What follows belongs to an exercise in optimizing a design on an open flow for small area; a production flow would make more cautious choices.
At most, simulation tests tie the RTL to the original design; equivalence was not proved.
Function not checked in run 2: the RTL went through the layout flow alone.
No activity file was given, so power comes from the tool's default toggle rates.

==> design.v <==
module carfield_region_guard #(
  parameter int unsigned NumRegions = 8,
  parameter int unsigned AddrWidth  = 48,
  parameter int unsigned CntWidth   = 16
) (
  input  logic                 clk_i,
  input  logic                 rst_ni,
  input  logic                 cfg_valid_i,
  input  logic                 cfg_write_i,
  input  logic [7:0]           cfg_addr_i,
  input  logic [63:0]          cfg_wdata_i,
  output logic                 cfg_rvalid_o,
  output logic [63:0]          cfg_rdata_o,
  output logic                 cfg_err_o,
  input  logic                 chk_valid_i,
  output logic                 chk_ready_o,
  input  logic [AddrWidth-1:0] chk_addr_i,
  input  logic                 chk_write_i,
  output logic                 res_valid_o,
  input  logic                 res_ready_i,
  output logic                 res_allow_o,
  output logic [4:0]           res_region_o,
  output logic                 irq_o
);
  localparam int unsigned AW = AddrWidth;
  logic [AW-1:0]         r_base [NumRegions];
  logic [AW:0]           r_end  [NumRegions];
  logic [NumRegions-1:0] r_v;
  logic                  r_en;
  logic                  r_lock;
  logic [AW-1:0]         r_faddr;
  logic                  r_fvalid;
  logic                  r_fwrite;
  logic [CntWidth-1:0]   r_cnt;
  logic                  r_cfg_rvalid;
  logic [AW-1:0]         r_cfg_rdata;
  logic                  r_cfg_err;
  logic                  r_res_valid;
  logic                  r_res_allow;
  logic [4:0]            r_res_region;
  logic [NumRegions-1:0] w_hit;
  logic                  w_any;
  logic [4:0]            w_idx;
  logic                  w_acc;
  logic                  w_fault;
  logic                  w_wr;
  logic                  w_win;
  logic                  w_is_size;
  logic [NumRegions-1:0] w_sel;
  logic [NumRegions-1:0] w_win_we;
  logic [AW-1:0]         w_b;
  logic [AW:0]           w_e;
  logic [AW-1:0]         w_s;
  logic [AW-1:0]         w_wd;
  logic [AW-1:0]         w_nb;
  logic [AW:0]           w_ne;
  logic                  w_ctrl;
  logic                  w_err;
  logic                  w_clr;
  logic                  w_ctrl_we;
  logic [AW-1:0]         w_rdata;
  logic [CntWidth-1:0]   w_cnt_base;
  logic                  w_fv_base;
  function automatic logic ge(input logic [AW:0] a, input logic [AW:0] b);
    logic c;
    c = 1'b1;
    for (int k = 0; k <= int'(AW); k++) c = (a[k] & ~b[k]) | (c & (a[k] | ~b[k]));
    ge = c;
  endfunction
  always_comb begin
    w_idx = '0;
    for (int i = 0; i < int'(NumRegions); i++) begin
      w_hit[i] = r_v[i] && ge({1'b0, chk_addr_i}, {1'b0, r_base[i]})
              && !ge({1'b0, chk_addr_i}, r_end[i]);
    end
    for (int i = int'(NumRegions) - 1; i >= 0; i--) begin
      if (w_hit[i]) w_idx = 5'(i);
    end
  end
  assign w_any   = |w_hit;
  assign w_acc   = chk_valid_i && chk_ready_o;
  assign w_fault = w_acc && r_en && !w_any;
  assign w_wr      = cfg_valid_i && cfg_write_i;
  assign w_win     = cfg_addr_i[7:4] == 4'd0;
  assign w_is_size = cfg_addr_i[0];
  assign w_wd      = cfg_wdata_i[AW-1:0];
  always_comb begin
    w_b = '0;
    w_e = '0;
    for (int i = 0; i < int'(NumRegions); i++) begin
      w_sel[i]    = w_win && (cfg_addr_i[3:1] == 3'(i));
      w_win_we[i] = w_sel[i] && w_wr && !r_lock;
      if (w_sel[i] && r_v[i]) begin
        w_b = w_b | r_base[i];
        w_e = w_e | r_end[i];
      end
    end
  end
  assign w_s  = AW'(w_e - {1'b0, w_b});
  assign w_nb = w_is_size ? w_b : w_wd;
  assign w_ne = {1'b0, w_wd} + {1'b0, (w_is_size ? w_b : w_s)};
  assign w_ctrl = cfg_addr_i == 8'd16;
  assign w_clr  = w_wr && w_ctrl && cfg_wdata_i[2];
  assign w_ctrl_we = w_wr && w_ctrl && !r_lock;
  always_comb begin
    w_err   = 1'b0;
    w_rdata = '0;
    if (w_win) begin
      w_rdata = w_is_size ? w_s : w_b;
      w_err   = w_wr && r_lock;
    end
    if (w_ctrl) begin
      w_rdata = {46'd0, r_lock, r_en};
      w_err   = w_wr && r_lock && (cfg_wdata_i[1:0] != {1'b1, r_en});
    end
    if (cfg_addr_i == 8'd17) begin
      w_rdata = r_fvalid ? r_faddr : '0;
      w_err   = w_wr;
    end
    if (cfg_addr_i == 8'd18) begin
      w_rdata[CntWidth-1:0] = r_cnt;
      w_rdata[32]           = r_fvalid;
      w_rdata[33]           = r_fvalid && r_fwrite;
      w_err                 = w_wr;
    end
    if (cfg_addr_i > 8'd18) w_err = 1'b1;
  end
  assign w_cnt_base = w_clr ? '0 : r_cnt;
  assign w_fv_base  = w_clr ? 1'b0 : r_fvalid;
  always_ff @(posedge clk_i) begin
    for (int i = 0; i < int'(NumRegions); i++) begin
      if (w_win_we[i]) begin
        r_base[i] <= w_nb;
        r_end[i]  <= w_ne;
      end
    end
  end
  always_ff @(posedge clk_i or negedge rst_ni) begin
    if (!rst_ni) begin
      r_v    <= '0;
      r_en   <= 1'b0;
      r_lock <= 1'b0;
    end else begin
      r_v <= r_v | w_win_we;
      if (w_ctrl_we) begin
        r_en   <= cfg_wdata_i[0];
        r_lock <= cfg_wdata_i[1];
      end
    end
  end
  always_ff @(posedge clk_i) begin
    if (!w_fv_base) begin
      r_faddr  <= chk_addr_i;
      r_fwrite <= chk_write_i;
    end
  end
  always_ff @(posedge clk_i or negedge rst_ni) begin
    if (!rst_ni) begin
      r_fvalid <= 1'b0;
      r_cnt    <= '0;
    end else if (w_fault) begin
      r_cnt    <= (&w_cnt_base) ? w_cnt_base
                                : w_cnt_base + CntWidth'(1);
      r_fvalid <= 1'b1;
    end else if (w_clr) begin
      r_fvalid <= 1'b0;
      r_cnt    <= '0;
    end
  end
  always_ff @(posedge clk_i or negedge rst_ni) begin
    if (!rst_ni) begin
      r_cfg_rvalid <= 1'b0;
      r_cfg_rdata  <= '0;
      r_cfg_err    <= 1'b0;
    end else begin
      r_cfg_rvalid <= cfg_valid_i;
      r_cfg_err    <= cfg_valid_i && w_err;
      r_cfg_rdata  <= (cfg_valid_i && !cfg_write_i && !w_err)
                      ? w_rdata : '0;
    end
  end
  always_ff @(posedge clk_i or negedge rst_ni) begin
    if (!rst_ni) begin
      r_res_valid  <= 1'b0;
      r_res_allow  <= 1'b0;
      r_res_region <= '0;
    end else if (w_acc) begin
      r_res_valid  <= 1'b1;
      r_res_allow  <= !r_en || w_any;
      r_res_region <= r_en ? w_idx : '0;
    end else if (res_ready_i) begin
      r_res_valid  <= 1'b0;
    end
  end
  assign chk_ready_o  = !r_res_valid || res_ready_i;
  assign res_valid_o  = r_res_valid;
  assign res_allow_o  = r_res_allow;
  assign res_region_o = r_res_region;
  assign cfg_rvalid_o = r_cfg_rvalid;
  assign cfg_rdata_o  = {16'd0, r_cfg_rdata};
  assign cfg_err_o    = r_cfg_err;
  assign irq_o        = r_fvalid;
endmodule
==> run.sh <==
#!/bin/bash
# synth_recipe.tcl (not shown) runs the flow's synth.tcl, then flattens the netlist and writes it again
# the make line also repeats each setting of config.mk as NAME=value (left out here)
make -C /OpenROAD-flow-scripts/flow DESIGN_CONFIG=/design/flow/config.mk WORK_HOME=/design/flow/orfs CLKGATE_MAP_FILE= SYNTH_SCRIPT=/design/flow/synth_recipe.tcl finish
==> config.mk <==
export PLATFORM = sky130hd
export DESIGN_NAME = carfield_region_guard
export DESIGN_NICKNAME = carfield_region_guard
export VERILOG_FILES = /design/flow/design.v
export SDC_FILE = /design/flow/constraint.sdc
export NUM_CORES = 4
export LEC_CHECK = 0
export CAP_MARGIN = 20
export CORE_MARGIN = 2
export CORE_UTILIZATION = 40
export SLEW_MARGIN = 20
==> constraint.sdc <==
create_clock -name core_clock -period 10.0 [get_ports {clk_i}]
set_input_delay 2.0000 -clock core_clock [delete_from_list [all_inputs] [get_ports {clk_i}]]
set_output_delay 2.0000 -clock core_clock [all_outputs]
set_load 0.01 [all_outputs]
==> impl_results.md, run 1 <==
- PortBufs: 167
- Static Leakage: 21.3 nW
- Fin crit share: 94.8%
- Crit Path Class: in2reg
- Fin. Hold Viols: 0
- Synth-to-layout area growth: 17.7%
- Placed instance area: 0.0572 mm²
- Insertion delay of the later-clocked pin in the worst-skew pair: 0.76 ns
- Worst-Margin Slew: 1.35 ns
- Vias after detailed routing: 46,048
- Hold buffers post-CTS: 0
- Layout fillers: 11,671
- Drt first-iter violations: 8,511
- Initial core utilization: 40.4%
- DRC: 0
- Width of the die: 363 µm
- CP Launch Type: input pin
- DR WL/cell: 31.4 µm
- Net Sw Frac: 25.7%
- Min-delay worst type: reg2reg
- CP endpoint kind: register
- Sequential fraction of design power: 45.7%
- Rel. slew slack: 7.82%
- H-Tree Depth: 3
- Die Ht: 363 µm
- Initial antenna violation count: 7
- Max Root-Sink Buffers: 3
- DRT antenna net count: 0
- Max VDD drop: 0.000134 V
- Syn avg cell area: 10.7 µm²
- Most frequent CP cell: buf_4
- Final Max Slew Viols: 0
- Max-Cap Viols: 0
- Clock Sink Count: 907
- Most frequent cells in the layout: edfxtp_1, a22oi_1, buf_4
- Yosys warning total: 3
- Fin area: 0.0608 mm²
- Tot GR Track Use: 32.2%
- Syn Inst Count: 4,818
- Share of post-route cells with drive strength above 1: 11.6%
- Vias in the first global route: 42,155
- RSZ-0062 raised after global routing: no
- Pwr per Cell Area: 152 mW/mm²
- Commonest non-fill, non-tap cell in the layout: edfxtp_1
- Slowest CP cell: clkdlybuf4s50_1
- GRT overflow: 0
- Status: finished clean
- Pint: 6.87 mW
- I/O pin cnt: 202
- Count of cell types in the netlist: 91
- Main synth FF type: edfxtp_1
- Hold WS: 0.480 ns
- Clock Power Share: 43.1%
- Yosys reg bits: 907
- Fin nets: 5,411
- CTS root buf: clkbuf_16
- HPWL after DPL: 159,000 µm
- Final Wtd Congestion: 0.957
- Seq/Total Area, Yosys: 51.9%
- Delay of the slowest critical-path stage: 0.50 ns
- Asr flop ratio synth: 9.04%
- Clock-pin slew on the worst setup and hold paths: 0.06 ns
- Final Critical Period: 9.48 ns
- Global-route wire length before repair: 308,000 µm
- Largest net degree at the start of global routing: 99
- TritonRoute pass-1 iters: 9
- Vias per Instance: 6.63
- Drt total wl: 218,000 µm
- CTS buffer count: 104
- Comb pwr share: 11.2%
- Worst Path Arrival: 9.97 ns
- F_max: 105 MHz
- Std-Cell Rows: 131
- Area of the mapped netlist: 0.0517 mm²
- NetSw: 2.38 mW
- CP max FO: 25
- Die area: 0.132 mm²
- Core ar.: 0.128 mm²
- CTS tree: yes
- Setup Viol. Count Final: 0
- Number of synthesized flops with an enable pin: 825
- Clock Skews: 0.0399 ns
- Worst EP required: 10.49 ns
cells by family (layout without fill, tap and decap cells):
kind of cell / count (synthesis) / in the layout / synth area share [%]
AO/OA/AOI/OAI: 1713 / 1713 / 22.9
AND/OR/NAND/NOR: 1244 / 1244 / 12.3
flip-flops: 907 / 907 / 51.9
buffers and inverters: 518 / 959 / 4.14
adder cells (fa/ha/maj): 278 / 278 / 5.90
XOR/XNOR: 92 / 92 / 1.56
multiplexers: 65 / 65 / 1.26
other: 1 / 21 / 0.00726
sequential cells by signal, summed over array words and instances (netlist names), 3 cells and up:
signal	count
r_base	384
r_cfg_rdata	48
r_cnt	16
r_end	392
r_faddr	48
r_res_region	3
r_v	8
power groups by stage:
stage                     Sequential, mW  Clock (mW)  Combinational [mW]
after global placement              4.31           0               0.985
final                               4.23        3.99                1.03
after global routing                4.23        4.14                1.09
after CTS                           4.23        3.99               0.997
after detailed placement            4.31           0               0.991
after floorplan                     4.30           0               0.521
synthesized netlist by cell type (19+ instances only):
master     number  area [µm²]
a2111oi_0      29         254
a211oi_1       62         465
a21o_1         46         345
a21oi_1       318        1590
a221oi_1       60         526
a222oi_1       56         561
a22o_1         40         350
a22oi_1       388        2910
a31oi_1        48         300
and2_1         19         119
and3_1         34         213
and4_1         43         377
buf_1          39         146
buf_4          20         150
clkbuf_1      212         796
dfrtp_1        82        2050
edfxtp_1      825       24800
ha_1           96        1200
inv_1         209         785
maj3_1        177        1770
mux2i_1        63         631
nand2_1       238         893
nand2b_1      141         882
nand3_1        65         325
nand4_1        60         375
nor2_1        337        1260
nor2b_1       152         951
nor3_1         70         350
o2111ai_1      20         175
o211ai_1       29         218
o21a_1         41         308
o21ai_0       246        1230
o21bai_1       29         218
o221ai_1       34         298
o22ai_1       115         719
o31ai_1        23         173
xnor2_1        61         534
xor2_1         31         272
what timing repair did:
item | 4_1_cts | 5_1_grt
resized for setup | 0 | 13
setup buffers | 0 | 1
setup endpoints to repair | 0 | 32
metal layers:
layer  vias up  wire length (µm)  track usage [%]
met3       516             25800             6.59
met1     22589             87500             45.0
met2      3343             92500             47.2
met4         8             12200             16.2
met5         -                58                0
li1      19592                 -                -
metrics by stage:
step                      util [%]  total power [mW]  TNS (ns)  worst slack [ns]  std cells
final                         47.5              9.24         0             0.516       6941
after global routing          47.5              9.46         0            0.0600       6938
after CTS                     47.5              9.22         0             0.188       6936
after detailed placement      44.7              5.30    -11.24            -0.598       6740
after global placement        44.7              5.29    -13.08            -0.637       6740
after floorplan                  -              4.83         0            0.0124       4835
area by class of cell:
class	instances	area, µm²	area share [%]
Inverter	222	835	1.37
Sequential cell	907	26800	44.1
Multi-Input combinational cell	3410	23000	37.8
Timing Repair Buffer	541	4580	7.53
Clock inverter	62	628	1.03
Clock buffer	134	2860	4.71
Tap cell	1662	2080	3.42
Antenna cell	3	7.51	0.0123
critical path: cells and delay by family:
family          cells  cell delay [ns]
compound gates     13             2.68
xor+xnor            2             0.44
fa+ha+maj           2             0.58
buf+inv             9             2.06
mux                 1             0.12
simple gates        9             2.04
path summary, 6_finish.rpt:
path | from | to | slack (ns) | cells after the start
max | cfg_addr_i[5] | r_end[3][47]$_DFFE_PP_ | 0.52 | 36
min | r_res_region[2]$_DFFE_PN0P_ | r_res_region[2]$_DFFE_PN0P_ | 0.48 | 2
max reg2reg | r_v[7]$_DFF_PN0_ | r_end[3][47]$_DFFE_PP_ | 2.29 | 35
min reg2reg | r_res_region[2]$_DFFE_PN0P_ | r_res_region[2]$_DFFE_PN0P_ | 0.48 | 2
max in group asynchronous | rst_ni | r_cfg_rdata[30]$_DFF_PN0_ | 7.98 | 2
min in group asynchronous | rst_ni | r_res_region[1]$_DFFE_PN0P_ | 1.05 | 1
==> inputs of run 2 (changes only) <==
--- a/design.v
+++ b/design.v
@@ -149,7 +149,7 @@
     end
   end
   always_ff @(posedge clk_i) begin
-    if (!w_fv_base) begin
+    if (w_fault && !w_fv_base) begin
       r_faddr  <= chk_addr_i;
       r_fwrite <= chk_write_i;
     end
==> impl_results.md, run 2 <==
- Initial antenna violation count: 13
- Insertion delay of the later-clocked pin in the worst-skew pair: 0.73 ns
- Drt total wl: 215,000 µm
- Fin area: 0.0613 mm²
- Reg2reg setup slack: 1.99 ns
- Slowest CP cell: or4_4
- Max reg flops: 392
- Reg2Reg Depth: 39
- Placed Instances: 6,739
- CP Launch Type: input pin
- Post-synth top area cell: edfxtp_1
- Fin crit share: 97.6%
- Tot GR Track Use: 31.7%
- CP endpoint kind: register
- Layout Cells excl Fill: 6,943
- Number of synthesized flops with an enable pin: 825
- R2R Path End: r_end[3][45]$_DFFE_PP_
- Share of post-route cells with drive strength above 1: 14.4%
- Final Max Slew Viols: 0
- Final Wtd Congestion: 0.960
- H-Tree Depth: 3
- Yosys reg bits: 907
- CTS buffer count: 103
- Std-Cell Rows: 131
- Worst-Margin Slew: 1.25 ns
- Synth-to-layout area growth: 19.3%
- DRC: 0
- Die area: 0.131 mm²
- Worst setup margin: 0.239 ns
- Fin. Hold Viols: 0
- Fin nets: 5,419
- Setup Viol. Count Final: 0
- CTS tree: yes
- Area of the mapped netlist: 0.0514 mm²
- Largest net degree at the start of global routing: 99
- Final Critical Period: 9.76 ns
- Min-delay worst type: reg2reg
- F_max: 102 MHz
- Crit Path Class: in2reg
- Critical path launch point: cfg_addr_i[3]
- Top reg by flops: r_end
- Clock Skews: 0.0357 ns
- Static Leakage: 21.6 nW
- Width of the die: 362 µm
- Vias after detailed routing: 45,417
- Pre-CTS setup slack: -1.07 ns
- Rel. slew slack: 14.5%
- Clock Sink Count: 907
- Max VDD drop: 0.000136 V
- Die Ht: 362 µm
- CTS root buf: clkbuf_16
- Max Root-Sink Buffers: 3
- Vias per Instance: 6.54
- PortBufs: 167
- Commonest cells post-synth: edfxtp_1, a22oi_1, nor2_1
- CP max FO: 13
- Core ar.: 0.128 mm²
- Status: finished clean
- Most numerous cell in the Yosys netlist: edfxtp_1
- Synth area leaders: edfxtp_1, a22oi_1, dfrtp_1, maj3_1, a21oi_1
- Yosys top cell area share: 48.2%
- Delay of the slowest critical-path stage: 0.62 ns
- DRT antenna net count: 0
- Pwr per Cell Area: 149 mW/mm²
- Commonest non-fill, non-tap cell in the layout: edfxtp_1
- Worst EP required: 10.47 ns
- End point of the critical path: r_end[3][45]$_DFFE_PP_
- Vias in the first global route: 42,404
- DR WL/cell: 31.0 µm
- RR Startpoint: r_v[6]$_DFF_PN0_
- Top flop regs: r_end: 392 flops, r_base: 384 flops
- Global-route wire length before repair: 304,000 µm
- I/O pin cnt: 202
- Count of cell types in the netlist: 96
- Syn Inst Count: 4,739
- Final Util: 48.1%
- Initial core utilization: 40.3%
- Asr flop ratio synth: 9.04%
- Seq/Total Area, Yosys: 52.2%
- Max-Cap Viols: 0
- Drt first-iter violations: 7,600
- HPWL after DPL: 155,000 µm
- Placed instance area: 0.0576 mm²
- Worst Path Arrival: 10.23 ns
- Most frequent cells in the layout: edfxtp_1, buf_4, a22oi_1
- GRT overflow: 0
- Yosys warning total: 3
- TritonRoute pass-1 iters: 10
- Main synth FF type: edfxtp_1
- Most frequent CP cell: buf_4
- Syn avg cell area: 10.8 µm²
- Clock-pin slew on the worst setup and hold paths: 0.06 ns
==> run 2: cell count changes after synthesis, sizes merged, moves of 10 or more <==
cell	before	now
nand4	60	46
a21o	46	60
inv	211	197
maj3	180	191
a21oi	318	303
a2111oi	30	20
nor2b	152	134
nor2	337	311
o211ai	29	40
==> run 2: logic make-up after synthesis <==
group	count (synthesis)	synth area share, %
compound gates	1712	23.2
buf+inv	501	3.94
mux	56	1.09
fa+ha+maj	289	6.17
other cells	1	0.00729
xor+xnor	90	1.53
flops	907	52.2
simple gates	1183	11.9
==> run 2: worst min path at each step <==
| stage | slack (ns) | end | cells after the start | start |
|---|---|---|---|---|
| 3_3_place_gp | 0.48 | r_res_allow$_DFFE_PN0P_ | 2 | r_res_allow$_DFFE_PN0P_ |
| 2_1_floorplan | 0.44 | r_v[2]$_DFF_PN0_ | 2 | r_v[2]$_DFF_PN0_ |
| 5_1_grt | 0.55 | r_res_region[2]$_DFFE_PN0P_ | 2 | r_res_region[2]$_DFFE_PN0P_ |
| 6_report | 0.49 | r_res_region[2]$_DFFE_PN0P_ | 2 | r_res_region[2]$_DFFE_PN0P_ |
| 3_5_place_dp | 0.49 | r_res_region[2]$_DFFE_PN0P_ | 2 | r_res_region[2]$_DFFE_PN0P_ |
| 4_1_cts | 0.50 | r_res_region[2]$_DFFE_PN0P_ | 2 | r_res_region[2]$_DFFE_PN0P_ |
==> run 2: area by class of cell <==
cell class | instances | area (µm²)
clock inverter | 62 | 573
tap | 1662 | 2080
inverter | 199 | 749
sequential | 907 | 26800
multi-input combinational | 3348 | 23000
clock buffer | 127 | 2790
timing repair buffer | 635 | 5330
antenna | 3 | 7.51
fill | 11569 | 66200
==> run 2: critical path, delay by kind of cell <==
family | cells | cell delay (ns)
fa+ha+maj | 2 | 0.65
compound gates | 17 | 3.18
mux | 1 | 0.12
buf+inv | 11 | 2.05
simple gates | 7 | 2.00
xor+xnor | 2 | 0.22
==> run 2: power breakdown <==
| group | internal, mW | switching, mW | leakage [nW] |
|---|---|---|---|
| Clock | 2.19 | 1.67 | 1.64 |
| Combinational | 0.393 | 0.679 | 11.3 |
| Sequential | 4.22 | 0.000539 | 8.61 |
| Total | 6.80 | 2.35 | 21.6 |
==> run 2: timing repair <==
action                                  4_1_cts  5_1_grt
endpoints found under the setup margin       32       80
hold buffers                                  0        0
setup buffers                                 2        9
endpoints found under the hold margin         0        0
resized for setup                            12       46
pin swaps                                     1       15
==> run 2: metrics by stage <==
| step | hold WS [ns] | TNS [ns] | total power [mW] |
|---|---|---|---|
| 2_1_floorplan | 0.436 | 0 | 4.82 |
| 3_3_place_gp | 0.480 | -58.10 | 5.31 |
| 3_5_place_dp | 0.487 | -63.61 | 5.32 |
| 4_1_cts | 0.500 | 0 | 9.14 |
| 5_1_grt | 0.549 | -0.249 | 9.37 |
| 6_report | 0.486 | 0 | 9.15 |
==> run 2: metal layers <==
layer / part of all wire [%] / vias to the layer above / track usage [%]
met5: 0.047 / - / 0
met3: 13 / 441 / 8.71
met4: 3.9 / 16 / 11.6
li1: - / 19549 / -
met1: 40 / 22289 / 44.1
met2: 43 / 3122 / 47.1
==> inputs of run 3 (changes only) <==
--- a/design.v
+++ b/design.v
@@ -149,7 +149,7 @@
     end
   end
   always_ff @(posedge clk_i) begin
-    if (w_fault && !w_fv_base) begin
+    if (!w_fv_base) begin
       r_faddr  <= chk_addr_i;
       r_fwrite <= chk_write_i;
     end
--- a/config.mk
+++ b/config.mk
@@ -8,4 +8,5 @@
 export CAP_MARGIN = 20
 export CORE_MARGIN = 2
 export CORE_UTILIZATION = 40
+export CTS_BUF_LIST = sky130_fd_sc_hd__clkbuf_4 sky130_fd_sc_hd__clkbuf_8
 export SLEW_MARGIN = 20
==> impl_results.md, run 3 <==
- Asr flop ratio synth: 9.04%
- Share of post-route cells with drive strength above 1: 13.0%
- CTS buffer count: 157
- Delay of the slowest critical-path stage: 0.48 ns
- Slowest CP cell: clkdlybuf4s50_1
- Fin crit share: 94.7%
- Main synth FF type: edfxtp_1
- Max-Cap Viols: 1
- Drt total wl: 219,000 µm
- CP max FO: 23
- Top reg by flops: r_end
- Hold WS: 0.480 ns
- Post-synth top area cell: edfxtp_1
- TritonRoute pass-1 iters: 9
- RR Startpoint: r_v[7]$_DFF_PN0_
- Worst EP required: 10.61 ns
- Sequential fraction of design power: 47.8%
- Reg2Reg Depth: 34
- Area of the mapped netlist: 0.0517 mm²
- Syn avg cell area: 10.7 µm²
- Yosys top cell area share: 48.0%
- Worst Path Arrival: 10.07 ns
- Failed Checks: capacitance limit, slew limit
- CP Launch Type: input pin
- Final Wtd Congestion: 0.957
- PortBufs: 167
- Yosys reg bits: 907
- R2R Path End: r_end[5][45]$_DFFE_PP_
- Vias in the first global route: 42,586
- Final Critical Period: 9.47 ns
- Initial antenna violation count: 7
- Hold Path Cell Cnt: 2
- Commonest cells post-synth: edfxtp_1, a22oi_1, nor2_1
- Top flop regs: r_end: 392 flops, r_base: 384 flops
- Yosys warning total: 3
- Rel. slew slack: -0.192%
- Tot GR Track Use: 32.3%
- H-Tree Depth: 4
- Initial core utilization: 40.4%
- Clock-pin slew on the worst setup and hold paths: 0.06 ns
- Setup Viol. Count Final: 0
- Comb pwr share: 11.6%
- CP delay by family, top: compound AO/OA/AOI/OAI gates
- F_max: 106 MHz
- Global-route wire length before repair: 309,000 µm
- Syn Inst Count: 4,818
- Most frequent CP cell: buf_4
- Post-CTS setup buffers: 0
- Synth area leaders: edfxtp_1, a22oi_1, dfrtp_1, maj3_1, a21oi_1
- Largest net degree at the start of global routing: 99
- Max Root-Sink Buffers: 3
- Synth-to-layout area growth: 17.1%
- Insertion delay of the later-clocked pin in the worst-skew pair: 0.92 ns
- CP endpoint kind: register
- Fin nets: 5,463
- Net Sw Frac: 26.6%
- CP Depth: 37
- NetSw: 2.35 mW
- Max VDD drop: 0.0000802 V
- Vias after detailed routing: 46,300
- Clock Sink Count: 907
- DRT antenna net count: 0
- Critical path launch point: cfg_addr_i[5]
- Fin. Hold Viols: 0
- Max reg flops: 392
- Most numerous cell in the Yosys netlist: edfxtp_1
- Seq/Total Area, Yosys: 51.9%
- DRC: 0
- Worst Path Buf+Inv: 11
- Static Leakage: 21.2 nW
- CTS tree: yes
- End point of the critical path: r_end[5][45]$_DFFE_PP_
- Final Max Slew Viols: 1
- Number of synthesized flops with an enable pin: 825
- I/O pin cnt: 202
- Pwr per Cell Area: 146 mW/mm²
- Drt first-iter violations: 8,071
- GRT overflow: 0
- Worst-Margin Slew: 1.46 ns
- CTS root buf: clkbuf_8
- Std-Cell Rows: 131
- Die area: 0.132 mm²
- Count of cell types in the netlist: 91
- Reg2reg setup slack: 2.14 ns
- Vias per Instance: 6.58
- Most frequent cells in the layout: edfxtp_1, a22oi_1, buf_4
- Width of the die: 363 µm
- Commonest non-fill, non-tap cell in the layout: edfxtp_1
- Clock Skews: 0.0523 ns
- Crit Path Class: in2reg
- Clock Power Share: 40.6%
- Setup TNS: 0 ns
- Min-delay worst type: reg2reg
- Core ar.: 0.128 mm²
- Pint: 6.50 mW
- Status: failed layout checks
- HPWL after DPL: 159,000 µm
- Die Ht: 363 µm
- DR WL/cell: 31.1 µm
## run 3: through the flow
stage	std cells	power [mW]	area, µm²	worst slack, ns	util [%]
2_1_floorplan	4835	4.83	51700	0.0124	-
3_3_place_gp	6740	5.29	57200	-0.637	44.7
3_5_place_dp	6740	5.30	57200	-0.598	44.7
4_1_cts	7031	8.85	60400	0.372	47.3
5_1_grt	7033	9.10	60500	-0.00429	47.3
6_report	7038	8.85	60500	0.534	47.3
## run 3: cell type report
class	instances	area [µm²]
Fill cell	11769	67400
Sequential cell	907	26800
Multi-Input combinational cell	3410	22900
Timing Repair Buffer	540	4560
Clock buffer	207	2610
Tap cell	1662	2080
Inverter	222	835
Clock inverter	84	619
Antenna cell	6	15.0
## run 3: cells by family (layout without fill, tap and decap cells)
family,Yosys count,in the layout,synth area share [%]
mux,65,65,1.26
compound gates,1713,1713,22.9
fa+ha+maj,278,278,5.90
buf+inv,518,1053,4.14
flops,907,907,51.9
simple gates,1244,1244,12.3
other cells,1,24,0.00726
xor+xnor,92,92,1.56
## run 3: per-layer routing
layer / track usage, % / routed length (µm)
met5: 0 / 39
met4: 16.9 / 12700
met3: 7.25 / 25900
met2: 47.1 / 92300
met1: 44.9 / 88100
## run 3: how the worst min path moves through the flow
stage	from	endpoint	slack [ns]
6_report	r_res_region[2]$_DFFE_PN0P_	r_res_region[2]$_DFFE_PN0P_	0.48
5_1_grt	r_res_region[2]$_DFFE_PN0P_	r_res_region[2]$_DFFE_PN0P_	0.52
4_1_cts	r_res_region[2]$_DFFE_PN0P_	r_res_region[2]$_DFFE_PN0P_	0.49
3_5_place_dp	r_res_region[2]$_DFFE_PN0P_	r_res_region[2]$_DFFE_PN0P_	0.47
3_3_place_gp	r_res_region[2]$_DFFE_PN0P_	r_res_region[2]$_DFFE_PN0P_	0.47
2_1_floorplan	r_v[5]$_DFF_PN0_	r_v[5]$_DFF_PN0_	0.44
## run 3: tightest hold or removal path, stage by stage (launching register included)
cell and delay [ns]:
dfrtp_1 0.34, nand2_1 0.05, o21ai_0 0.06
## run 3: power groups by stage
stage               Combinational, mW  Sequential, mW  Clock (mW)
floorplan                       0.521            4.30           0
global placement                0.985            4.31           0
detailed placement              0.991            4.31           0
CTS                             0.996            4.23        3.63
global route                     1.08            4.23        3.79
finish                           1.03            4.23        3.59
## run 3: repair_timing
item                                    CTS  global route
gates resized for setup                   0             5
hold buffers                              0             0
endpoints found under the setup margin    0            16
==> inputs of run 4 (changes only) <==
--- a/config.mk
+++ b/config.mk
@@ -7,6 +7,5 @@
 export LEC_CHECK = 0
 export CAP_MARGIN = 20
 export CORE_MARGIN = 2
-export CORE_UTILIZATION = 40
-export CTS_BUF_LIST = sky130_fd_sc_hd__clkbuf_4 sky130_fd_sc_hd__clkbuf_8
+export CORE_UTILIZATION = 60
 export SLEW_MARGIN = 20
==> impl_results.md, run 4 <==
- Status: finished clean
- Initial core utilization: 60.6%
- Static Leakage: 21.3 nW
- Commonest non-fill, non-tap cell in the layout: edfxtp_1
- PortBufs: 167
- RR Startpoint: r_v[3]$_DFF_PN0_
- Rel. slew slack: 13.1%
- Vias after detailed routing: 46,485
- Largest family of logic cells by synthesized area: compound AO/OA/AOI/OAI gates
- F_max: 103 MHz
- Tot GR Track Use: 45.5%
- Main synth FF type: edfxtp_1
- Placed instance area: 0.0567 mm²
- GRT busiest layer: met2
- Clock-pin slew on the worst setup and hold paths: 0.06 ns
- Worst Path Arrival: 10.28 ns
- DRT antenna net count: 0
- Compound-Gate Fraction of Synth Area: 22.9%
- CP max FO: 8
- Std-Cell Rows: 107
- Initial antenna violation count: 7
- R2R Path End: r_end[6][48]$_DFFE_PP_
- Share of post-route cells with drive strength above 1: 11.8%
- Worst Hold Launch: r_faddr[47]$_DFFE_PN_
- Most frequent cells in the layout: edfxtp_1, buf_4, a22oi_1
- CTS buffer count: 98
- Vias per Instance: 7.22
- Die Ht: 297 µm
- Delay of the slowest critical-path stage: 0.55 ns
- Layout Cells excl Fill: 6,438
- GR Util met2: 65.4%
- Number of synthesized flops with an enable pin: 825
- Drt first-iter violations: 9,062
- Core ar.: 0.0853 mm²
- TritonRoute pass-1 iters: 10
- DR WL/cell: 32.0 µm
- Final Critical Period: 9.74 ns
- Seq/Total Area, Yosys: 51.9%
- CP Launch Type: input pin
- Pwr per Cell Area: 148 mW/mm²
- Synth-to-layout area growth: 16.2%
- Insertion delay of the later-clocked pin in the worst-skew pair: 0.71 ns
- Synth area leaders: edfxtp_1, a22oi_1, dfrtp_1, maj3_1, a21oi_1
- Hold Path Cell Cnt: 2
- Clock Sink Count: 907
- Syn Inst Count: 4,818
- Final Max Slew Viols: 0
- HPWL after DPL: 147,000 µm
- Drt total wl: 206,000 µm
- Die area: 0.0885 mm²
- Width of the die: 297 µm
- Area of the mapped netlist: 0.0517 mm²
- Hold Path End: r_cfg_rdata[47]$_DFF_PN0_
- Max reg flops: 392
- Reg2Reg Depth: 35
- Yosys top cell area share: 48.0%
- Final Wtd Congestion: 0.990
- Placed Instances: 6,248
- Global-route wire length before repair: 296,000 µm
- Clock Skews: 0.0326 ns
- DRC: 0
- Fin crit share: 97.4%
- CTS root buf: clkbuf_16
- Count of cell types in the netlist: 91
- Setup Viol. Count Final: 0
- Slowest CP cell: clkdlybuf4s50_1
- Fin area: 0.0600 mm²
- I/O pin cnt: 202
- Crit Path Class: in2reg
- Yosys reg bits: 907
- Vias in the first global route: 43,128
- Top reg by flops: r_end
- Multiplexer share of the synthesized area: 1.26%
- Hold buffers post-CTS: 0
- M1 GR Usage: 61.4%
- H-Tree Depth: 3
- Most numerous cell in the Yosys netlist: edfxtp_1
- Reg2reg setup slack: 2.01 ns
- Commonest cells post-synth: edfxtp_1, a22oi_1, nor2_1
- Asr flop ratio synth: 9.04%
- Fin. Hold Viols: 0
- Max-Cap Viols: 0
- Max Root-Sink Buffers: 3
- Top flop regs: r_end: 392 flops, r_base: 384 flops
- Met3 Use GR: 14.2%
- Most frequent CP cell: buf_4
- Min-delay worst type: reg2reg
- Yosys warning total: 3
- Worst EP required: 10.54 ns
- Post-synth top area cell: edfxtp_1
- Simple-gate share of the synthesized area: 12.3%
- Fin nets: 5,435
- Syn avg cell area: 10.7 µm²
- Post-Synth XOR/XNOR Area: 1.56%
- Max VDD drop: 0.000146 V
- CTS tree: yes
- Adder-Cell Fraction of Synth Area: 5.90%
- Largest net degree at the start of global routing: 70
- CP endpoint kind: register
- GRT overflow: 0
- Worst-Margin Slew: 1.27 ns
[run 4: changes by cell type in the layout (fill, tap and decap cells not counted), sizes merged]
cell / change
clkinvlp: +2
bufinv: -4
diode: -3
clkdlybuf4s50: -3
clkbuf: -81
dlymetal6s2s: +3
buf: +33
clkinv: -29
[run 4: critical path: cells and delay by family]
family	cells	cell delay (ns)
AO/OA/AOI/OAI	14	2.96
multiplexers	1	0.12
AND/OR/NAND/NOR	8	1.53
adder cells (fa/ha/maj)	3	1.01
XOR/XNOR	1	0.25
buffers and inverters	12	2.37
[run 4: metal layers]
| layer | share of wire, % | vias to the layer above |
|---|---|---|
| met5 | 0.052 | - |
| met4 | 6.7 | 12 |
| met3 | 15 | 670 |
| met2 | 42 | 4072 |
| met1 | 36 | 22074 |
| li1 | - | 19657 |
[run 4: cell type report]
class	instances	area, µm²
Sequential cell	907	26800
Multi-Input combinational cell	3410	22900
Timing Repair Buffer	571	4840
Antenna cell	3	7.51
Clock inverter	53	420
Fill cell	6492	25300
Clock buffer	128	2710
Inverter	222	835
Tap cell	1144	1430
[run 4: worst max-delay path by stage]
stage                  start                endpoint  slack (ns)  depth (start not counted)
6_report       cfg_addr_i[3]  r_end[6][48]$_DFFE_PP_        0.26                         39
5_1_grt        cfg_addr_i[3]  r_end[4][47]$_DFFE_PP_       -0.13                         43
4_1_cts        cfg_addr_i[5]  r_end[4][47]$_DFFE_PP_        0.06                         40
3_5_place_dp   cfg_addr_i[5]  r_end[2][47]$_DFFE_PP_       -0.58                         39
3_3_place_gp   cfg_addr_i[5]  r_end[0][47]$_DFFE_PP_       -0.49                         40
2_1_floorplan  cfg_addr_i[5]  r_end[0][47]$_DFFE_PP_        0.01                         34
[run 4: metrics by stage]
stage / setup WS (ns) / power [mW] / TNS, ns / hold WS, ns / utilization, %
2_1_floorplan: 0.0124 / 4.83 / 0 / 0.443 / -
3_3_place_gp: -0.490 / 5.24 / -6.25 / 0.463 / 66.5
3_5_place_dp: -0.579 / 5.26 / -9.45 / 0.473 / 66.5
4_1_cts: 0.0634 / 8.80 / 0 / 0.486 / 70.2
5_1_grt: -0.127 / 9.04 / -2.28 / 0.535 / 70.4
6_report: 0.258 / 8.86 / 0 / 0.489 / 70.4
[run 4: cells by family (layout without fill, tap and decap cells)]
family	Yosys count	count (layout)
adders and majority gates	278	278
other	1	21
xor gates and xnor gates	92	92
muxes	65	65
and+or+nand+nor	1244	1244
AOI/OAI and AO/OA	1713	1713
buffers and inverters	518	974
DFF	907	907
[run 4: timing repair]
item / 4_1_cts / 5_1_grt
setup endpoints to repair: 0 / 32
gates resized for setup: 0 / 16
setup buffers: 0 / 5
[run 4: where the power goes]
part           internal (mW)  total [mW]  switching (mW)
clock network           2.02        3.63            1.61
registers               4.22        4.23         0.00370
logic                  0.359        1.01           0.647
total                   6.60        8.86            2.26
==> inputs of run 5 (changes only) <==
==> flow/run.sh (new file) <==
#!/bin/bash
# Own layout flow: the standard flow (standard.sh), with these changes:
#  - synthesis is the standard synthesis script, but its ABC step maps the
#    logic with flow/area.abc (area-oriented mapping at a 6 ns target)
#    in place of ORFS's speed script; registers are mapped as before;
#  - the port buffers are the smallest buffer, sky130_fd_sc_hd__buf_1.
# Each tool's output is in orfs/logs/ (ORFS's per-step logs) and make.log.
set -euo pipefail
W=$(pwd)
F=$W/flow
cat > "$W/own_synth.tcl" <<T
proc abc {args} {
  set i [lsearch -exact \$args -script]
  if {\$i >= 0} { lset args [expr {\$i + 1}] $F/area.abc }
  puts "own flow: abc \$args"
  yosys abc {*}\$args
}
source $W/synth_recipe.tcl
T
bash "$W/standard.sh" SYNTH_SCRIPT="$W/own_synth.tcl" \
  BUFFER_PORTS_ARGS="-buffer_cell sky130_fd_sc_hd__buf_1" finish \
  > "$W/make.log" 2>&1
==> flow/area.abc (new file) <==
strash
dch
map -D 6000
buffer -c
upsize -c -D 6000
dnsize -c -D 6000
stime -c
==> standard.sh (new file) <==
#!/bin/bash
# synth_recipe.tcl (not shown) runs the flow's synth.tcl, then flattens the netlist and writes it again
# the make line also repeats each setting of config.mk as NAME=value (left out here)
make -C /OpenROAD-flow-scripts/flow DESIGN_CONFIG=/design/flow/config.mk WORK_HOME=/design/flow/orfs CLKGATE_MAP_FILE= SYNTH_SCRIPT=/design/flow/synth_recipe.tcl "${@:-finish}"
--- a/config.mk
+++ b/config.mk
@@ -7,5 +7,9 @@
 export LEC_CHECK = 0
 export CAP_MARGIN = 20
 export CORE_MARGIN = 2
-export CORE_UTILIZATION = 60
+export CORE_UTILIZATION = 40
+export CTS_BUF_LIST = sky130_fd_sc_hd__clkbuf_16
+export CTS_CLUSTER_DIAMETER = 100
+export CTS_CLUSTER_SIZE = 20
+export SETUP_SLACK_MARGIN = 0.05
 export SLEW_MARGIN = 20
removed: run.sh
==> impl_results.md, run 5 <==
- Core ar.: 0.118 mm²
- Clock Sink Count: 907
- CP endpoint kind: register
- Placed instance area: 0.0530 mm²
- CP delay by family, top: simple AND/OR/NAND/NOR gates
- Reg2reg setup slack: 1.59 ns
- Synth area leaders: edfxtp_1, a21oi_1, dfrtp_1, o21ai_0, a22oi_1
- I/O pin cnt: 202
- CTS tree: yes
- Rel. slew slack: 27.4%
- Share of post-route cells with drive strength above 1: 16.3%
- Area of the mapped netlist: 0.0475 mm²
- Drt total wl: 180,000 µm
- Initial core utilization: 40.3%
- GRT overflow: 0
- Commonest cells post-synth: edfxtp_1, a21oi_1, nand2_1
- Worst Path Arrival: 10.06 ns
- Initial antenna violation count: 10
- Most frequent cells in the layout: edfxtp_1, buf_4, inv_1
- Insertion delay of the later-clocked pin in the worst-skew pair: 0.70 ns
- CTS buffer count: 54
- Die Ht: 349 µm
- Final Critical Period: 9.61 ns
- Vias in the first global route: 39,998
- HPWL after DPL: 127,000 µm
- Max reg flops: 392
- Max Root-Sink Buffers: 3
- Top reg by flops: r_end
- Fin area: 0.0559 mm²
- Vias per Instance: 6.19
- RSZ-0062 raised after global routing: yes
- Post-synth top area cell: edfxtp_1
- Width of the die: 349 µm
- Count of cell types in the netlist: 58
- Syn Inst Count: 4,642
- RR Startpoint: r_base[2][1]$_DFFE_PP_
- PortBufs: 167
- Max-Cap Viols: 0
- Final Wtd Congestion: 0.961
- Fin. Hold Viols: 0
- Delay of the slowest critical-path stage: 0.44 ns
- Clock Skews: 0.0342 ns
- Max VDD drop: 0.000139 V
- Clock-pin slew on the worst setup and hold paths: 0.09 ns
- Pwr per Cell Area: 158 mW/mm²
- R2R Path End: r_cnt[13]$_DFF_PN0_
- Final Max Slew Viols: 0
- Worst-Margin Slew: 1.09 ns
- Yosys warning total: 3
- Most numerous cell in the Yosys netlist: edfxtp_1
- H-Tree Depth: 2
- Status: finished clean
- Std-Cell Rows: 126
- Fin crit share: 96.1%
- Min-delay worst type: reg2reg
- Asr flop ratio synth: 9.04%
- Worst Path Buf+Inv: 15
- CP Launch Type: input pin
- Worst EP required: 10.45 ns
- Hold WS: 0.513 ns
- Top flop regs: r_end: 392 flops, r_base: 384 flops
- Tot GR Track Use: 28.5%
- Largest net degree at the start of global routing: 98
- Worst Hold Launch: r_res_allow$_DFFE_PN0P_
- CTS root buf: clkbuf_16
- Main synth FF type: edfxtp_1
- Fin nets: 5,366
- Synth-to-layout area growth: 17.7%
- Seq/Total Area, Yosys: 56.5%
- DRC: 0
- Static Leakage: 21.5 nW
- Crit Path Class: in2reg
- Hold buffers post-CTS: 0
- TritonRoute pass-1 iters: 8
- CP max FO: 8
- Global-route wire length before repair: 260,000 µm
- DRT antenna net count: 0
- Yosys reg bits: 907
- F_max: 104 MHz
- Setup Viol. Count Final: 0
- DR WL/cell: 26.7 µm
- Commonest non-fill, non-tap cell in the layout: edfxtp_1
- Die area: 0.121 mm²
- Drt first-iter violations: 5,579
- Reg2Reg Depth: 51
- Syn avg cell area: 10.2 µm²
- Slowest CP cell: or4_4
- Hold Path End: r_res_allow$_DFFE_PN0P_
- Hold Path Cell Cnt: 1
- Yosys top cell area share: 52.2%
- Number of synthesized flops with an enable pin: 825
- Vias after detailed routing: 41,624
-- run 5: cell types whose count changed in the layout (fill, tap and decap cells not counted), sizes merged, moves of 140 or more --
cell	previous run	this run
inv	217	513
o22ai	115	297
o21ai	248	418
buf	406	695
a22oi	388	248
maj3	180	5
nand2	238	467
clkdlybuf4s50	162	0
a21oi	318	501
nor2b	152	0
nand2b	141	0
-- run 5: cells by family after synthesis --
group	synth area share, %
flip-flops	56.5
buffers and inverters	6.20
AO/OA/AOI/OAI	25.0
multiplexers	0.0211
other	0.00790
XOR/XNOR	1.96
AND/OR/NAND/NOR	7.63
adder cells (fa/ha/maj)	2.72
-- run 5: layout make-up --
class                   instances  area (µm²)
inverters                     487        1840
clock inverters                43         234
multi-input cells            2990       18800
diodes                          4        10.0
flip-flops and latches        907       26800
fillers                     10863       62100
well taps                    1536        1920
clock buffers                  58        1450
repair buffers                701        4810
-- run 5: worst max path at each step --
stage,from,end,slack [ns],cells past startpoint
floorplan,cfg_addr_i[5],r_end[0][47]$_DFFE_PP_,0.1,54
global placement,cfg_addr_i[5],r_end[0][47]$_DFFE_PP_,-1.10,56
detailed placement,cfg_addr_i[5],r_end[7][47]$_DFFE_PP_,-1.11,56
CTS,cfg_addr_i[5],r_end[2][44]$_DFFE_PP_,0.06,60
global route,cfg_addr_i[6],r_end[3][47]$_DFFE_PP_,-0.13,64
finish,cfg_addr_i[6],r_end[2][45]$_DFFE_PP_,0.39,60
-- run 5: report_power, final --
group	switching [mW]	internal [mW]
combinational	1.20	0.707
sequential	0.0357	4.45
clock	1.37	1.09
total	2.61	6.24
-- run 5: routing by layer --
layer	vias to the layer above	track usage, %	wire, µm
met2	2396	45.3	81800
li1	18516	-	-
met3	356	4.84	17300
met4	4	9.78	6230
met1	20352	39.5	74400
met5	-	0	27
-- run 5: repair_timing --
| item | in CTS | in global routing |
|---|---|---|
| buffers inserted | 3 | 30 |
| setup endpoints to repair | 44 | 142 |
| pin swaps | 2 | 74 |
| resized for setup | 11 | 211 |
| cloned | 0 | 1 |
-- run 5: through the flow --
stage / setup WS (ns) / util, % / cells / setup TNS (ns) / power, mW
after floorplan: 0.0969 / - / 4659 / 0 / 5.44
after global placement: -1.10 / 44.9 / 6588 / -71.38 / 6.25
after detailed placement: -1.11 / 44.9 / 6588 / -73.08 / 6.28
after CTS: 0.0648 / 46.5 / 6692 / 0 / 8.70
after global routing: -0.128 / 47.4 / 6724 / -1.79 / 9.13
final: 0.387 / 47.4 / 6726 / 0 / 8.85
==> inputs of run 6 (changes only) <==
--- a/design.v
+++ b/design.v
@@ -67,6 +67,15 @@
     for (int k = 0; k <= int'(AW); k++) c = (a[k] & ~b[k]) | (c & (a[k] | ~b[k]));
     ge = c;
   endfunction
+  function automatic logic [AW:0] add(input logic [AW:0] x, input logic [AW:0] y,
+                                      input logic ci);
+    logic c;
+    c = ci;
+    for (int k = 0; k <= int'(AW); k++) begin
+      add[k] = x[k] ^ y[k] ^ c;
+      c      = (x[k] & y[k]) | (c & (x[k] | y[k]));
+    end
+  endfunction
   always_comb begin
     w_idx = '0;
     for (int i = 0; i < int'(NumRegions); i++) begin
@@ -96,9 +105,9 @@
       end
     end
   end
-  assign w_s  = AW'(w_e - {1'b0, w_b});
+  assign w_s  = AW'(add(w_e, ~{1'b0, w_b}, 1'b1));
   assign w_nb = w_is_size ? w_b : w_wd;
-  assign w_ne = {1'b0, w_wd} + {1'b0, (w_is_size ? w_b : w_s)};
+  assign w_ne = add({1'b0, w_wd}, {1'b0, (w_is_size ? w_b : w_s)}, 1'b0);
   assign w_ctrl = cfg_addr_i == 8'd16;
   assign w_clr  = w_wr && w_ctrl && cfg_wdata_i[2];
   assign w_ctrl_we = w_wr && w_ctrl && !r_lock;
==> flow/run.sh (replaced) <==
#!/bin/bash
# Own layout flow: the standard flow (standard.sh), with these changes:
#  - synthesis is the standard synthesis script, but its ABC step maps the
#    logic with flow/area.abc (area-oriented mapping at a 6.5 ns target)
#    in place of ORFS's speed script; registers are mapped as before;
#  - the port buffers are the smallest buffer, sky130_fd_sc_hd__buf_1;
#  - no adder cells: ADDER_MAP_FILE is empty, so adders reach ABC as gates.
# Each tool's output is in orfs/logs/ (ORFS's per-step logs) and make.log.
set -euo pipefail
W=$(pwd)
F=$W/flow
cat > "$W/own_synth.tcl" <<T
proc abc {args} {
  set i [lsearch -exact \$args -script]
  if {\$i >= 0} { lset args [expr {\$i + 1}] $F/area.abc }
  puts "own flow: abc \$args"
  yosys abc {*}\$args
}
source $W/synth_recipe.tcl
T
bash "$W/standard.sh" SYNTH_SCRIPT="$W/own_synth.tcl" \
  BUFFER_PORTS_ARGS="-buffer_cell sky130_fd_sc_hd__buf_1" ADDER_MAP_FILE= finish \
  > "$W/make.log" 2>&1
==> flow/area.abc (replaced) <==
strash
dch
map -D 6500
buffer -c
upsize -c -D 6500
dnsize -c -D 6500
stime -c
==> impl_results.md, run 6 <==
- Fin. Hold Viols: 0
- Syn Inst Count: 4,846
- Clock Sink Count: 907
- Fin crit share: 96.7%
- Yosys reg bits: 907
- Setup Viol. Count Final: 0
- Sequential fraction of design power: 54.4%
- DRT antenna net count: 0
- Worst setup margin: 0.327 ns
- Asr flop ratio synth: 9.04%
- Pwr per Cell Area: 141 mW/mm²
- Layout fillers: 10,902
- Seq/Total Area, Yosys: 56.3%
- CP max FO: 8
- Rel. slew slack: 15.1%
- Commonest non-fill, non-tap cell in the layout: edfxtp_1
- Tot GR Track Use: 26.8%
- Most numerous cell in the Yosys netlist: edfxtp_1
- Worst EP required: 10.59 ns
- Max-Cap Viols: 0
- Count of cell types in the netlist: 70
- Top flop regs: r_end: 392 flops, r_base: 384 flops
- Final Critical Period: 9.67 ns
- Yosys top cell area share: 52.0%
- Clock-pin slew on the worst setup and hold paths: 0.09 ns
- I/O pin cnt: 202
- Max VDD drop: 0.000132 V
- CTS root buf: clkbuf_16
- Vias after detailed routing: 41,661
- Initial antenna violation count: 7
- Drt first-iter violations: 5,502
- Area of the mapped netlist: 0.0476 mm²
- Slowest CP cell: o211ai_1
- PortBufs: 167
- Status: finished clean
- F_max: 103 MHz
- Worst-Margin Slew: 1.26 ns
- Die Ht: 349 µm
- GRT overflow: 0
- CP Launch Type: input pin
- Max reg flops: 392
- Initial core utilization: 40.4%
- Top reg by flops: r_end
- Share of post-route cells with drive strength above 1: 18.4%
- Post-synth top area cell: edfxtp_1
- Commonest cells post-synth: edfxtp_1, inv_1, nand2_1
- Std-Cell Rows: 126
- Placed instance area: 0.0522 mm²
- Clock Power Share: 29.0%
- DR WL/cell: 25.0 µm
- H-Tree Depth: 2
- TritonRoute pass-1 iters: 6
- Width of the die: 349 µm
- Number of synthesized flops with an enable pin: 825
- Synth area leaders: edfxtp_1, inv_1, a21oi_1, dfrtp_1, o22ai_1
- Vias in the first global route: 38,913
- Multi-input gate area: 0.0192 mm²
- Final Wtd Congestion: 0.928
- Yosys warning total: 3
- Fin nets: 5,367
- Clock Skews: 0.0250 ns
- Main synth FF type: edfxtp_1
- Insertion delay of the later-clocked pin in the worst-skew pair: 0.69 ns
- Comb pwr share: 16.6%
- Register area: 0.0268 mm²
- Final Max Slew Viols: 0
- Largest net degree at the start of global routing: 86
- Worst Path Arrival: 10.26 ns
- CTS buffer count: 52
- CP endpoint kind: register
- Delay of the slowest critical-path stage: 0.31 ns
- NetSw: 2.19 mW
- HPWL after DPL: 118,000 µm
- Pre-CTS setup slack: -0.900 ns
- Pint: 5.74 mW
- Most frequent cells in the layout: edfxtp_1, inv_1, nand2_1
- Max Root-Sink Buffers: 3
- Crit Path Class: in2reg
- Syn avg cell area: 9.83 µm²
- Net Sw Frac: 27.6%
- Min-delay worst type: reg2reg
- Hold buffers post-CTS: 0
- Drt total wl: 171,000 µm
- DRC: 0
- Fin area: 0.0562 mm²
- Most frequent CP cell: a21oi_1
- Vias per Instance: 6.11
- CTS tree: yes
- Global-route wire length before repair: 247,000 µm
- Static Leakage: 21.6 nW
- Core ar.: 0.118 mm²
- RSZ-0062 raised after global routing: yes
- Die area: 0.122 mm²
- Synth-to-layout area growth: 18.0%
[run 6: cell count changes in the layout (fill, tap and decap cells not counted), sizes merged, moves of 18 or more]
cell,before,now
nand2,467,526
a22oi,248,151
nor3,17,37
ha,96,0
nand3,61,253
o221ai,102,148
xor2,86,49
inv,513,686
a21oi,501,424
buf,695,599
o211ai,18,42
a221oi,175,157
a2111oi,26,1
[run 6: path summary, 6_finish.rpt]
path | cells past startpoint | startpoint | endpoint | slack (ns)
setup reg to reg | 64 | r_base[3][1]$_DFFE_PP_ | r_cnt[15]$_DFF_PN0_ | 1.63
setup / recovery | 55 | chk_addr_i[0] | r_cnt[15]$_DFF_PN0_ | 0.33
hold / removal | 2 | r_res_region[0]$_DFFE_PN0P_ | r_res_region[0]$_DFFE_PN0P_ | 0.52
hold reg to reg | 2 | r_res_region[0]$_DFFE_PN0P_ | r_res_region[0]$_DFFE_PN0P_ | 0.52
max in group asynchronous | 2 | rst_ni | r_fvalid$_DFF_PN0_ | 7.38
min in group asynchronous | 1 | rst_ni | r_cfg_rdata[9]$_DFF_PN0_ | 1.37
[run 6: layout make-up]
cell class / instances / area share [%]
Clock buffer: 53 / 2.36
Inverter: 653 / 4.40
Antenna cell: 1 / 0.00445
Clock inverter: 44 / 0.345
Tap cell: 1536 / 3.42
Timing Repair Buffer: 607 / 7.61
Multi-Input combinational cell: 3019 / 34.1
Sequential cell: 907 / 47.7
[run 6: routing by layer]
metal / global-route usage (%) / up-vias / wire [µm] / share of wire [%]
met5: 0 / - / 40 / 0.023
met2: 41.0 / 2284 / 75600 / 44
li1: - / 18763 / - / -
met4: 7.57 / 6 / 4480 / 2.6
met1: 38.9 / 20348 / 73000 / 43
met3: 4.58 / 260 / 17600 / 10
[run 6: through the flow]
stage | TNS (ns) | power [mW] | util (%) | hold slack, ns | instances
2_1_floorplan | 0 | 5.04 | - | 0.460 | 4863
3_3_place_gp | -50.53 | 5.52 | 44.2 | 0.491 | 6664
3_5_place_dp | -59.46 | 5.54 | 44.2 | 0.501 | 6664
4_1_cts | 0 | 7.79 | 45.6 | 0.520 | 6763
5_1_grt | -2.80 | 8.18 | 47.6 | 0.537 | 6820
6_report | 0 | 7.93 | 47.6 | 0.517 | 6820
[run 6: power by group through the flow]
| stage | clock, mW | combinational (mW) | sequential [mW] |
|---|---|---|---|
| 2_1_floorplan | 0 | 0.655 | 4.39 |
| 3_3_place_gp | 0 | 1.12 | 4.39 |
| 3_5_place_dp | 0 | 1.14 | 4.39 |
| 4_1_cts | 2.32 | 1.15 | 4.31 |
| 5_1_grt | 2.44 | 1.43 | 4.31 |
| 6_report | 2.30 | 1.32 | 4.31 |
[run 6: kinds of logic after synthesis]
family | count (synthesis) | synth area share [%]
adders and majority gates | 4 | 0.0840
buffers and inverters | 937 | 7.77
and+or+nand+nor | 1177 | 10.9
other | 1 | 0.00787
DFF | 907 | 56.3
AOI/OAI and AO/OA | 1747 | 23.6
xor gates and xnor gates | 73 | 1.34
[run 6: critical path: cells and delay by family]
kind / cells / cell delay [ns]
buf+inv: 7 / 1.08
simple gates: 2 / 0.29
compound gates: 46 / 6.85
[run 6: what timing repair did]
action / 4_1_cts / 5_1_grt
gates cloned: 1 / 4
resized for setup: 29 / 470
buffers inserted: 1 / 52
pin swaps: 6 / 160
endpoints found under the setup margin: 38 / 129
==> inputs of run 7 (changes only) <==
==> flow/run.sh (replaced) <==
#!/bin/bash
# Own layout flow: the standard flow (standard.sh), with these changes:
#  - synthesis is the standard synthesis script, but its ABC step maps the
#    logic with flow/area.abc (area-oriented mapping at a 4.5 ns target)
#    in place of ORFS's speed script; registers are mapped as before;
#  - the port buffers are the smallest buffer, sky130_fd_sc_hd__buf_1;
#  - no adder cells: ADDER_MAP_FILE is empty, so adders reach ABC as gates;
#  - global placement keeps none of its timing-driven buffering
#    (GPL_KEEP_OVERFLOW=0); later repair steps buffer as needed.
# Each tool's output is in orfs/logs/ (ORFS's per-step logs) and make.log.
set -euo pipefail
W=$(pwd)
F=$W/flow
cat > "$W/own_synth.tcl" <<T
proc abc {args} {
  set i [lsearch -exact \$args -script]
  if {\$i >= 0} { lset args [expr {\$i + 1}] $F/area.abc }
  puts "own flow: abc \$args"
  yosys abc {*}\$args
}
source $W/synth_recipe.tcl
T
bash "$W/standard.sh" SYNTH_SCRIPT="$W/own_synth.tcl" \
  BUFFER_PORTS_ARGS="-buffer_cell sky130_fd_sc_hd__buf_1" ADDER_MAP_FILE= GPL_KEEP_OVERFLOW=0 finish \
  > "$W/make.log" 2>&1
==> flow/area.abc (replaced) <==
strash
dch
map -D 4500
buffer -c
upsize -c -D 4500
dnsize -c -D 4500
stime -c
==> impl_results.md, run 7 <==
- F_max: 104 MHz
- Die Ht: 353 µm
- PortBufs: 167
- Placed instance area: 0.0522 mm²
- Max VDD drop: 0.000145 V
- Clock-pin slew on the worst setup and hold paths: 0.09 ns
- Setup TNS: 0 ns
- Crit Path Class: in2reg
- I/O pin cnt: 202
- Commonest non-fill, non-tap cell in the layout: edfxtp_1
- Synth-to-layout area growth: 11.8%
- RR Startpoint: r_v[3]$_DFF_PN0_
- Max reg flops: 392
- R2R Path End: r_end[3][48]$_DFFE_PP_
- Initial core utilization: 40.2%
- Worst Path Arrival: 10.21 ns
- CP endpoint kind: register
- Syn avg cell area: 9.57 µm²
- Top flop regs: r_end: 392 flops, r_base: 384 flops
- Reg2Reg Depth: 56
- Hold WS: 0.516 ns
- Synth area leaders: edfxtp_1, inv_1, nand2_1, nand3_1, dfrtp_1
- Status: finished clean
- Share of post-route cells with drive strength above 1: 6.63%
- Top reg by flops: r_end
- Insertion delay of the later-clocked pin in the worst-skew pair: 0.70 ns
- Largest net degree at the start of global routing: 84
- Drt total wl: 178,000 µm
- Number of synthesized flops with an enable pin: 825
- Final Critical Period: 9.65 ns
- CP Launch Type: input pin
- Layout fillers: 11,537
- Hold Path End: r_res_region[2]$_DFFE_PN0P_
- Worst EP required: 10.56 ns
- Global-route wire length before repair: 259,000 µm
- GRT overflow: 0
- Final Wtd Congestion: 0.924
- Die area: 0.125 mm²
- Layout Cells excl Fill: 6,856
- Commonest cells post-synth: edfxtp_1, inv_1, nand2_1
- Net Sw Frac: 27.6%
- Seq/Total Area, Yosys: 55.0%
- Pint: 5.55 mW
- Static Leakage: 20.9 nW
- Placed Instances: 6,705
- Worst Hold Launch: r_res_region[2]$_DFFE_PN0P_
- Worst-Margin Slew: 1.08 ns
- Delay of the slowest critical-path stage: 0.50 ns
- Main synth FF type: edfxtp_1
- Comb pwr share: 13.5%
- Sequential fraction of design power: 56.2%
- NetSw: 2.12 mW
- Fin crit share: 96.5%
- Pwr per Cell Area: 141 mW/mm²
- Width of the die: 353 µm
- Hold buffers post-CTS: 0
- Yosys warning total: 3
- Fin area: 0.0545 mm²
- TritonRoute pass-1 iters: 7
- Rel. slew slack: 28.1%
- Clock Sink Count: 907
- Most numerous cell in the Yosys netlist: edfxtp_1
- CP max FO: 15
- Reg2reg setup slack: 1.44 ns
- DRT antenna net count: 0
- Clock Power Share: 30.4%
- Initial antenna violation count: 6
- Fin. Hold Viols: 0
- Std-Cell Rows: 128
- Core ar.: 0.121 mm²
- HPWL after DPL: 128,000 µm
- Post-synth top area cell: edfxtp_1
- Tot GR Track Use: 27.3%
- Yosys top cell area share: 50.8%
- Asr flop ratio synth: 9.04%
- Vias in the first global route: 39,588
- Drt first-iter violations: 5,825
- Vias per Instance: 6.18
- Setup Viol. Count Final: 0
- H-Tree Depth: 2
- Most frequent cells in the layout: edfxtp_1, inv_1, nand2_1
- Yosys reg bits: 907
- RSZ-0062 raised after global routing: no
- Worst Path Buf+Inv: 3
- Count of cell types in the netlist: 70
- Most frequent CP cell: o21ai_0
- Vias after detailed routing: 42,398
- Max Root-Sink Buffers: 3
- Syn Inst Count: 5,101
- Pre-CTS setup slack: -1.80 ns
- Clock Skews: 0.0362 ns
- DRC: 0
- Slowest CP cell: o2111a_2
- Min-delay worst type: reg2reg
- Worst setup margin: 0.352 ns
- CTS root buf: clkbuf_16
- Max-Cap Viols: 0
- Fin nets: 5,315
- Final Max Slew Viols: 0
- CTS tree: yes
- Area of the mapped netlist: 0.0488 mm²
- Hold Path Cell Cnt: 2
- CP delay by family, top: compound AO/OA/AOI/OAI gates
- DR WL/cell: 26.0 µm
- CTS buffer count: 52
-- run 7: cell count changes after synthesis, moves of 21 or more --
cell	previous run	this run
nand2_1	496	577
a221oi_1	156	87
nor3_1	36	15
inv_1	638	665
nand4_1	26	76
xor2_1	49	12
a22oi_1	151	253
nand2_2	29	3
a21oi_1	422	377
o21ai_0	362	328
o21ai_1	38	11
o221ai_1	148	103
nand3_1	236	412
-- run 7: through the flow --
step / utilization, % / power, mW
CTS: 44.5 / 7.65
global placement: 41.5 / 5.36
detailed placement: 43.0 / 5.38
finish: 44.9 / 7.67
floorplan: - / 5.02
global route: 44.9 / 7.90
-- run 7: area by class of cell --
type / instances / area [µm²] / share of cell area [%]
Timing Repair Buffer: 296 / 2770 / 5.08
Inverter: 699 / 2740 / 5.03
Tap cell: 1625 / 2030 / 3.73
Sequential cell: 907 / 26800 / 49.2
Antenna cell: 1 / 2.50 / 0.00459
Clock buffer: 54 / 1350 / 2.48
Timing Repair inverter: 5 / 35.0 / 0.0642
Clock inverter: 42 / 185 / 0.340
Multi-Input combinational cell: 3227 / 18600 / 34.1
-- run 7: how the worst max path moves through the flow --
stage | startpoint | end | slack (ns) | cells past startpoint
4_1_cts | cfg_addr_i[3] | r_end[5][47]$_DFFE_PP_ | 0.09 | 59
5_1_grt | cfg_addr_i[3] | r_end[3][48]$_DFFE_PP_ | 0.001 | 59
2_1_floorplan | cfg_addr_i[2] | r_end[0][45]$_DFFE_PP_ | 2.31 | 55
3_5_place_dp | cfg_addr_i[1] | r_end[1][45]$_DFFE_PP_ | -1.80 | 58
6_report | chk_addr_i[3] | r_cnt[9]$_DFF_PN0_ | 0.35 | 45
3_3_place_gp | cfg_addr_i[0] | r_end[6][45]$_DFFE_PP_ | -8.32 | 49
-- run 7: power by group through the flow --
stage / Combinational (mW) / Sequential, mW / Clock, mW
6_report: 1.03 / 4.31 / 2.33
5_1_grt: 1.13 / 4.31 / 2.46
4_1_cts: 1.00 / 4.31 / 2.34
2_1_floorplan: 0.644 / 4.38 / 0
3_5_place_dp: 0.989 / 4.39 / 0
3_3_place_gp: 0.957 / 4.40 / 0
-- run 7: routing by layer --
layer,global-route usage (%),up-vias,share of wire [%]
met5,0,-,0.019
met3,3.93,350,9.3
met1,38.4,20684,42
met4,9.09,4,3.5
met2,43.2,2261,45
li1,-,19099,-
-- run 7: worst register-to-register path, delay by kind of cell (launching register included) --
kind	cells	cell delay, ns
simple gates	52	6.45
buf+inv	2	0.52
flops	1	1.04
compound gates	2	0.27
-- run 7: cells by family (layout without fill, tap and decap cells) --
logic type / Yosys count / after routing / synth area share, %
adders and majority gates: 4 / 4 / 0.0821
buffers and inverters: 987 / 1096 / 7.83
other: 1 / 19 / 0.00769
and+or+nand+nor: 1438 / 1441 / 13.5
xor gates and xnor gates: 56 / 56 / 1.01
DFF: 907 / 907 / 55.0
AOI/OAI and AO/OA: 1708 / 1708 / 22.6
-- run 7: timing repair --
| item | in CTS | in global routing |
|---|---|---|
| pin swaps | 8 | 11 |
| cloned | 3 | 6 |
| gates resized for setup | 22 | 70 |
| buffers inserted | 16 | 28 |
| setup endpoints to repair | 122 | 105 |

[afterwards: timing with drivers on the ports]
The flow's constraints put no driver on any port. The routed layouts listed below were extracted and timed again, unchanged, in two steps. Step 1, drivers: a clkbuf_16 drives clk_i and a buf_2 each remaining input, both assumed. Step 2, shift: input delay + t, output delay - t, t = (earliest + latest rising clock arrival at the registers) / 2. This alone moves slack from input paths to output paths. a / b / c = no drivers / after step 1 / after step 2; a / b = the first two.
| run | t (ns) | slack for setup (ns) | clock arrival spread, ns | worst data-port slew with drivers (ns) | pins driven straight from the clock port |
|---|---|---|---|---|---|
| run 1 | 0.818 | 0.516 / 0.563 / -0.255 | 0.040 / 0.040 | 0.15 | 1 |
| run 2 | 0.795 | 0.239 / 0.294 / -0.501 | 0.035 / 0.035 | 0.16 | 1 |
| run 3 | 0.970 | 0.534 / 0.577 / -0.393 | 0.054 / 0.055 | 0.15 | 1 |
| run 4 | 0.766 | 0.258 / 0.298 / -0.469 | 0.035 / 0.035 | 0.14 | 1 |
| run 5 | 0.760 | 0.387 / 0.434 / -0.326 | 0.036 / 0.036 | 0.12 | 1 |
| run 6 | 0.746 | 0.327 / 0.353 / -0.394 | 0.025 / 0.025 | 0.16 | 1 |
| run 7 | 0.756 | 0.352 / 0.398 / -0.358 | 0.036 / 0.036 | 0.11 | 1 |
The setup slack of run 3, which loses most, moves by +0.043 ns with the drivers and by -0.927 ns with both steps.
